This design comes from an exercise in tuning for small area, a short achievable clock period and few clock cycles on the open sky130 flow, not from production work.
In this exercise RTL edits were held to simulation tests only and were not proved equivalent to the original.
Power and IR drop assume default switching activity.

==> trial 77 <==
==> flow/design.v (excerpt) <==
module cpu (
    input  logic             clk,
    input  logic             rst,
    input  logic [32-1:0] im_out,
    output logic [32-1:0] im_addr,
    output logic             im_en,
    input  logic [32-1:0] dm_out,
    output logic [32-1:0] dm_addr,
    output logic [32-1:0] dm_in,
    output logic             dm_en,
    output logic [3:0]       dm_byte
);
export LEC_CHECK = 0
export CAP_MARGIN = 20
export CORE_MARGIN = 2
export CORE_UTILIZATION = 40
export SLEW_MARGIN = 20
create_clock -name core_clock -period 10.0 [get_ports {clk}]
run.sh (not shown) runs the stock make flow with config.mk's settings and CLKGATE_MAP_FILE= SYNTH_SCRIPT=/design/flow/synth_recipe.tcl, a recipe that flattens the netlist after the stock synthesis.
==> inputs of trial 59, as changes to trial 77 <==
--- a/flow/design.v
+++ b/flow/design.v
@@ -112,11 +112,11 @@
 );
     logic [29:0] pcw;           
     logic        st_q;          
     logic        fd_v;
     logic [31:0] fd_ins;
-    logic [29:0] fd_alt;        
+    logic [13:0] fd_alt_hi;     
     logic        fd_pt;         
     logic        de_v;
     logic [31:0] de_a;          
     logic [31:0] de_x;          
     logic [31:0] de_sd;         
@@ -125,18 +125,18 @@
     logic [4:0]  de_sh;
     logic [4:0]  de_dest;
     logic        de_wen;
     logic        de_ld, de_lb, de_lbs, de_sw, de_sb;
     logic        de_br, de_bne, de_pt;
-    logic [29:0] de_alt;
     logic [31:0] em_res;
     logic [31:0] em_din;
     logic [3:0]  em_byte;
     logic        em_den;
     logic        em_wen;
     logic [4:0]  em_dest;
-    logic        em_ld, em_lb, em_lbs;
+    logic        em_nld, em_lw;
+    logic [3:0]  em_lb, em_ls;    
     logic        e_mis;
     logic [31:0] res;
     logic [31:0] wb_data;
     function automatic logic [1:0] uses(input logic [31:0] ins);
         logic [5:0] op;
@@ -154,56 +154,77 @@
         ld    = op == 6'h20 || op == 6'h23 || op == 6'h24;
         st    = op == 6'h28 || op == 6'h2b;
         br    = op == 6'h04 || op == 6'h05;
         uses  = {(rok && !shift) || ialu || ld || st || br, rok || st || br};
     endfunction
-    logic [29:0] pcw_inc;
+    logic        mis_q;
+    logic [29:0] alt_q;
+    logic [29:0] pc, pc_inc;
     logic [5:0]  f_op;
-    logic        f_j, f_br, f_pt;
-    logic [29:0] f_btgt, f_tgt;
+    logic        f_j, f_br, f_pt, sel_bt;
     logic [1:0]  f_use;
-    assign im_addr = {pcw, 2'b00};
+    logic [16:0] f_lo;
+    logic [13:0] f_hi, f_hi_p, f_hi_m, f_hi_t;
+    logic [29:0] f_btgt;
+    assign pc      = mis_q ? alt_q : pcw;
+    assign im_addr = {pc, 2'b00};
     assign im_en   = !st_q;
-    assign pcw_inc = pcw + 30'd1;
+    assign pc_inc  = pc + 30'd1;
     assign f_op    = im_out[31:26];
     assign f_j     = f_op == 6'h02;
     assign f_br    = f_op == 6'h04 || f_op == 6'h05;
     assign f_pt    = f_j || (f_br && ((im_out[25:21] == im_out[20:16]) ? !f_op[0]
                                                                         : (f_op[0] || im_out[15])));
-    assign f_btgt  = pcw_inc + {{14{im_out[15]}}, im_out[15:0]};
-    assign f_tgt   = f_j ? {pcw_inc[29:26], im_out[25:0]} : f_btgt;
     assign f_use   = uses(im_out);
+    assign f_lo = {1'b0, pc[15:0]} + {1'b0, im_out[15:0]} + 17'd1;
+    assign f_hi = pc[29:16];
+    always_comb begin
+        for (int i = 0; i < 14; i++) begin
+            f_hi_p[i] = f_hi[i] ^ (&(f_hi | ~(14'h3fff >> (14 - i))));
+            f_hi_m[i] = f_hi[i] ^ ~(|(f_hi & (14'h3fff >> (14 - i))));
+        end
+    end
+    assign f_hi_t = (im_out[15] == f_lo[16]) ? f_hi : f_lo[16] ? f_hi_p : f_hi_m;
+    assign f_btgt = {f_hi_t, f_lo[15:0]};
+    assign sel_bt = !st_q && f_br && f_pt;
+    logic [29:0] f_alt;
+    assign f_alt  = f_pt ? pc_inc : f_btgt;
     always_ff @(posedge clk) begin
         if (rst) begin
-            pcw <= '0;
-        end else if (e_mis) begin
-            pcw <= de_alt;
-        end else if (!st_q) begin
-            pcw <= f_pt ? f_tgt : pcw_inc;
+            pcw   <= '0;
+            mis_q <= 1'b0;
+        end else begin
+            pcw   <= sel_bt ? f_btgt
+                   : st_q   ? pc
+                   : f_j    ? {pc_inc[29:26], im_out[25:0]}
+                   : pc_inc;
+            mis_q <= e_mis;
         end
+        alt_q <= de_x[29:0];
     end
     always_ff @(posedge clk) begin
         if (rst || e_mis) begin
             fd_v <= 1'b0;
         end else if (!st_q) begin
             fd_v <= 1'b1;
         end
         if (!st_q) begin
-            fd_ins <= im_out;
-            fd_alt <= f_pt ? pcw_inc : f_btgt;
+            fd_ins    <= {im_out[31:16], f_br ? f_alt[15:0] : im_out[15:0]};
+            fd_alt_hi <= f_alt[29:16];
             fd_pt  <= f_pt;
         end
     end
     logic [5:0]  d_op, d_fn;
     logic [4:0]  d_rs, d_rt, d_rd, d_dest;
     logic [15:0] d_imm;
     logic        d_r, d_sll, d_srl, d_addu, d_subu, d_and, d_or, d_xor, d_slt, d_sltu, d_rok;
     logic        d_addiu, d_slti, d_andi, d_ori, d_xori, d_lui;
     logic        d_lb, d_lw, d_lbu, d_sb, d_sw, d_beq, d_bne;
-    logic        d_ld, d_st, d_ialu, d_ui, d_urs, d_urt, d_wen;
+    logic        d_br;
+    logic        d_ld, d_st, d_ialu, d_ui, d_sub, d_urs, d_urt, d_wen;
     logic        fe_a, fe_b, fm_a, fm_b;
-    logic [31:0] rf_a, rf_b, d_a, d_b, d_immx;
+    logic [31:0] rf_a, rf_b, d_a, d_b, d_x, d_immx;
     assign d_op   = fd_ins[31:26];
     assign d_rs   = fd_ins[25:21];
     assign d_rt   = fd_ins[20:16];
     assign d_rd   = fd_ins[15:11];
     assign d_fn   = fd_ins[5:0];
@@ -233,12 +254,14 @@
     assign d_sw    = d_op == 6'h2b;
     assign d_beq   = d_op == 6'h04;
     assign d_bne   = d_op == 6'h05;
     assign d_ld   = d_lb || d_lw || d_lbu;
     assign d_st   = d_sb || d_sw;
+    assign d_br   = d_beq || d_bne;
     assign d_ialu = d_addiu || d_slti || d_andi || d_ori || d_xori || d_lui;
     assign d_ui   = d_ialu || d_ld || d_st;
+    assign d_sub  = d_subu || d_slt || d_sltu || d_slti;
     assign {d_urs, d_urt} = uses(fd_ins);
     assign d_dest = d_r ? d_rd : d_rt;
     assign d_wen  = (d_rok || d_ialu || d_ld) && d_dest != 5'd0;
     assign d_immx = d_lui ? {d_imm, 16'h0000}
                   : (d_andi || d_ori || d_xori) ? {16'h0000, d_imm}
@@ -255,12 +278,25 @@
     );
     assign fe_a = de_v && de_wen && !de_ld && de_dest == d_rs;
     assign fe_b = de_v && de_wen && !de_ld && de_dest == d_rt;
     assign fm_a = em_wen && em_dest == d_rs;
     assign fm_b = em_wen && em_dest == d_rt;
-    assign d_a = d_lui ? 32'd0 : fe_a ? res : fm_a ? wb_data : rf_a;
-    assign d_b = fe_b ? res : fm_b ? wb_data : rf_b;
+    logic s_ea, s_ma, s_ra, s_eb, s_mb, s_rb, s_ex, s_mx, s_rx;
+    assign s_ea = !d_lui && fe_a;
+    assign s_ma = !d_lui && !fe_a && fm_a;
+    assign s_ra = !d_lui && !fe_a && !fm_a;
+    assign s_eb = fe_b;
+    assign s_mb = !fe_b && fm_b;
+    assign s_rb = !fe_b && !fm_b;
+    assign s_ex = !d_ui && !d_br && s_eb;
+    assign s_mx = !d_ui && !d_br && s_mb;
+    assign s_rx = !d_ui && !d_br && s_rb;
+    assign d_a = ({32{s_ea}} & res) | ({32{s_ma}} & wb_data) | ({32{s_ra}} & rf_a);
+    assign d_b = ({32{s_eb}} & res) | ({32{s_mb}} & wb_data) | ({32{s_rb}} & rf_b);
+    assign d_x = ({32{s_ex}} & res) | ({32{s_mx}} & wb_data) | ({32{s_rx}} & rf_b)
+               | ({32{d_ui}} & d_immx)
+               | ({32{d_br}} & {2'b00, fd_alt_hi, fd_ins[15:0]});    
     always_ff @(posedge clk) begin
         if (rst) begin
             st_q <= 1'b0;
         end else begin
             st_q <= !e_mis && !st_q && fd_v && d_ld && d_wen
@@ -273,13 +309,13 @@
             de_v <= 1'b0;
         end else begin
             de_v <= fd_v;
         end
         de_a     <= d_a;
-        de_x     <= d_ui ? d_immx : d_b;
+        de_x     <= d_x ^ {32{d_sub}};
         de_sd    <= d_b;
-        de_sub   <= d_subu || d_slt || d_sltu || d_slti;
+        de_sub   <= d_sub;
         de_arith <= d_addu || d_subu || d_addiu || d_ld || d_st;
         de_and   <= d_and || d_andi;
         de_or    <= d_or || d_ori || d_lui;
         de_xor   <= d_xor || d_xori;
         de_slt   <= d_slt || d_slti;
@@ -295,20 +331,26 @@
         de_sw    <= d_sw;
         de_sb    <= d_sb;
         de_br    <= d_beq || d_bne;
         de_bne   <= d_bne;
         de_pt    <= fd_pt;
-        de_alt   <= fd_alt;
     end
     logic [31:0] bx, sum, shl, shr;
     logic        co, lt_s, lt_u, eq, taken;
-    assign bx = de_x ^ {32{de_sub}};
+    assign bx = de_x;
     assign {co, sum} = {1'b0, de_a} + {1'b0, bx} + {32'd0, de_sub};
     assign lt_u = !co;
     assign lt_s = (de_a[31] == bx[31]) ? de_a[31] : sum[31];
-    assign shl  = de_x << de_sh;
-    assign shr  = de_x >> de_sh;
+    logic [31:0] sh_in, sh_out;
+    always_comb begin
+        for (int i = 0; i < 32; i++) begin
+            sh_in[i] = de_sll ? de_sd[31-i] : de_sd[i];
+            shl[i]   = sh_out[31-i];
+        end
+    end
+    assign sh_out = sh_in >> de_sh;
+    assign shr    = sh_out;
     assign res = ({32{de_arith}} & sum)
                | ({32{de_and}}   & (de_a & bx))
                | ({32{de_or}}    & (de_a | bx))
                | ({32{de_xor}}   & (de_a ^ bx))
                | ({32{de_sll}}   & shl)
@@ -331,19 +373,23 @@
             em_wen  <= de_v && de_wen;
         end
         em_res  <= res;
         em_din  <= de_sb ? {4{de_sd[7:0]}} : de_sd;
         em_dest <= de_dest;
-        em_ld   <= de_ld;
-        em_lb   <= de_lb;
-        em_lbs  <= de_lbs;
+        em_nld  <= !de_ld;
+        em_lw   <= de_ld && !de_lb;
+        em_lb   <= {4{de_ld && de_lb}} & (4'b0001 << sum[1:0]);
+        em_ls   <= {4{de_ld && de_lbs}} & (4'b0001 << sum[1:0]);
     end
     logic [7:0] ld_byte;
+    logic       ld_sign;
     assign dm_addr = {em_res[31:2], 2'b00};
     assign dm_in   = em_din;
     assign dm_en   = em_den;
     assign dm_byte = em_byte;
-    assign ld_byte = dm_out[8*em_res[1:0] +: 8];
-    assign wb_data = !em_ld ? em_res
-                   : em_lb  ? {{24{em_lbs && ld_byte[7]}}, ld_byte}
-                   : dm_out;
+    assign ld_byte = ({8{em_lb[0]}} & dm_out[7:0])   | ({8{em_lb[1]}} & dm_out[15:8])
+                   | ({8{em_lb[2]}} & dm_out[23:16]) | ({8{em_lb[3]}} & dm_out[31:24]);
+    assign ld_sign = (em_ls[0] && dm_out[7])  || (em_ls[1] && dm_out[15])
+                  || (em_ls[2] && dm_out[23]) || (em_ls[3] && dm_out[31]);
+    assign wb_data = ({32{em_nld}} & em_res) | ({32{em_lw}} & dm_out)
+                   | {{24{ld_sign}}, ld_byte};
 endmodule
==> flow/flow/run.sh (new file) <==
#!/bin/bash
export SETUP_SLACK_MARGIN=6.5
bash standard.sh > standard.log 2>&1
==> flow/standard.sh (new file) <==
#!/bin/bash
# synth_recipe.tcl (not shown) runs the flow's synth.tcl, then flattens the netlist and writes it again
# the make line also repeats each setting of config.mk as NAME=value (left out here)
make -C /OpenROAD-flow-scripts/flow DESIGN_CONFIG=/design/flow/config.mk WORK_HOME=/design/flow/orfs CLKGATE_MAP_FILE= SYNTH_SCRIPT=/design/flow/synth_recipe.tcl "${@:-finish}"
- CORE_UTILIZATION: 40 -> 55
- CTS_CLUSTER_DIAMETER: not set -> 150
- CTS_CLUSTER_SIZE: not set -> 20
- TNS_END_PERCENT: not set -> 10
removed: flow/run.sh
==> run notes <==
Post-placement cell area: trial 77 0.0674 mm²; trial 59 0.0666 mm²
Layout cell share with drive strength beyond 1: trial 77 0.111; trial 59 0.173
Via count of the first global-routing pass: trial 77 51500; trial 59 52300
Tightest Pin Transition: trial 77 1.29 ns; trial 59 1.28 ns
Cell Int Power: trial 77 9.92 mW; trial 59 8.41 mW
Summed area of non-filler cells in the final layout: trial 77 0.0720 mm²; trial 59 0.0721 mm²
Count of distinct cell types in the synthesized netlist: trial 77 87; trial 59 89
Met2 track utilization from global routing: trial 77 0.496; trial 59 0.727
Result of the run: trial 77 complete, no violations; trial 59 complete, no violations
Crit path from: trial 77 de_sub$_DFF_P_; trial 59 fd_ins[21]$_DFFE_PN_
Buffer count excluding the clock tree in the final layout: trial 77 336; trial 59 519
Flop+latch power: trial 77 6.54 mW; trial 59 6.56 mW
Synth Register Bits: trial 77 1320; trial 59 1312
Combinational power share: trial 77 0.145; trial 59 0.184
Fin crit period: trial 77 5.10 ns; trial 59 4.13 ns
Net load switching power: trial 77 3.89 mW; trial 59 3.64 mW
Testbench counts of trial 77, summed over its fixed seeds: cycles 465,033.
Testbench counts of trial 59, summed over its fixed seeds: cycles 465,033.

-- port drivers added, routing unchanged --
How much do the figures lean on ideal ports? The routed layouts below were timed once more, with nothing changed but the port constraints. Step 1 sets driving cells, clkbuf_16 on the clock port and buf_2 on the other inputs (assumed; they add their load-dependent delay and slew). Step 2, shift: input delay + t, output delay - t, t = (earliest + latest rising clock arrival at the registers) / 2. This alone moves slack from input paths to output paths. Slacks: ideal / step 1 / step 2; pairs: ideal / step 1.
| run | shift t [ns] | slack for setup (ns) | worst setup path after step 2 | worst register clock-pin slew, ns | worst slew at a driven data input, ns |
|---|---|---|---|---|---|
| trial 77 | 0.866 | 4.903 / 4.903 / 4.102 | input to register | 0.07 / 0.07 | 0.09 |
| trial 59 | 0.800 | 5.872 / 5.872 / 5.163 | input to register | 0.11 / 0.11 | 0.07 |
After both steps every run listed still meets setup and hold. For trial 77, which loses most, drivers alone change the setup slack by 0.000 ns; drivers and shift together by -0.801 ns.
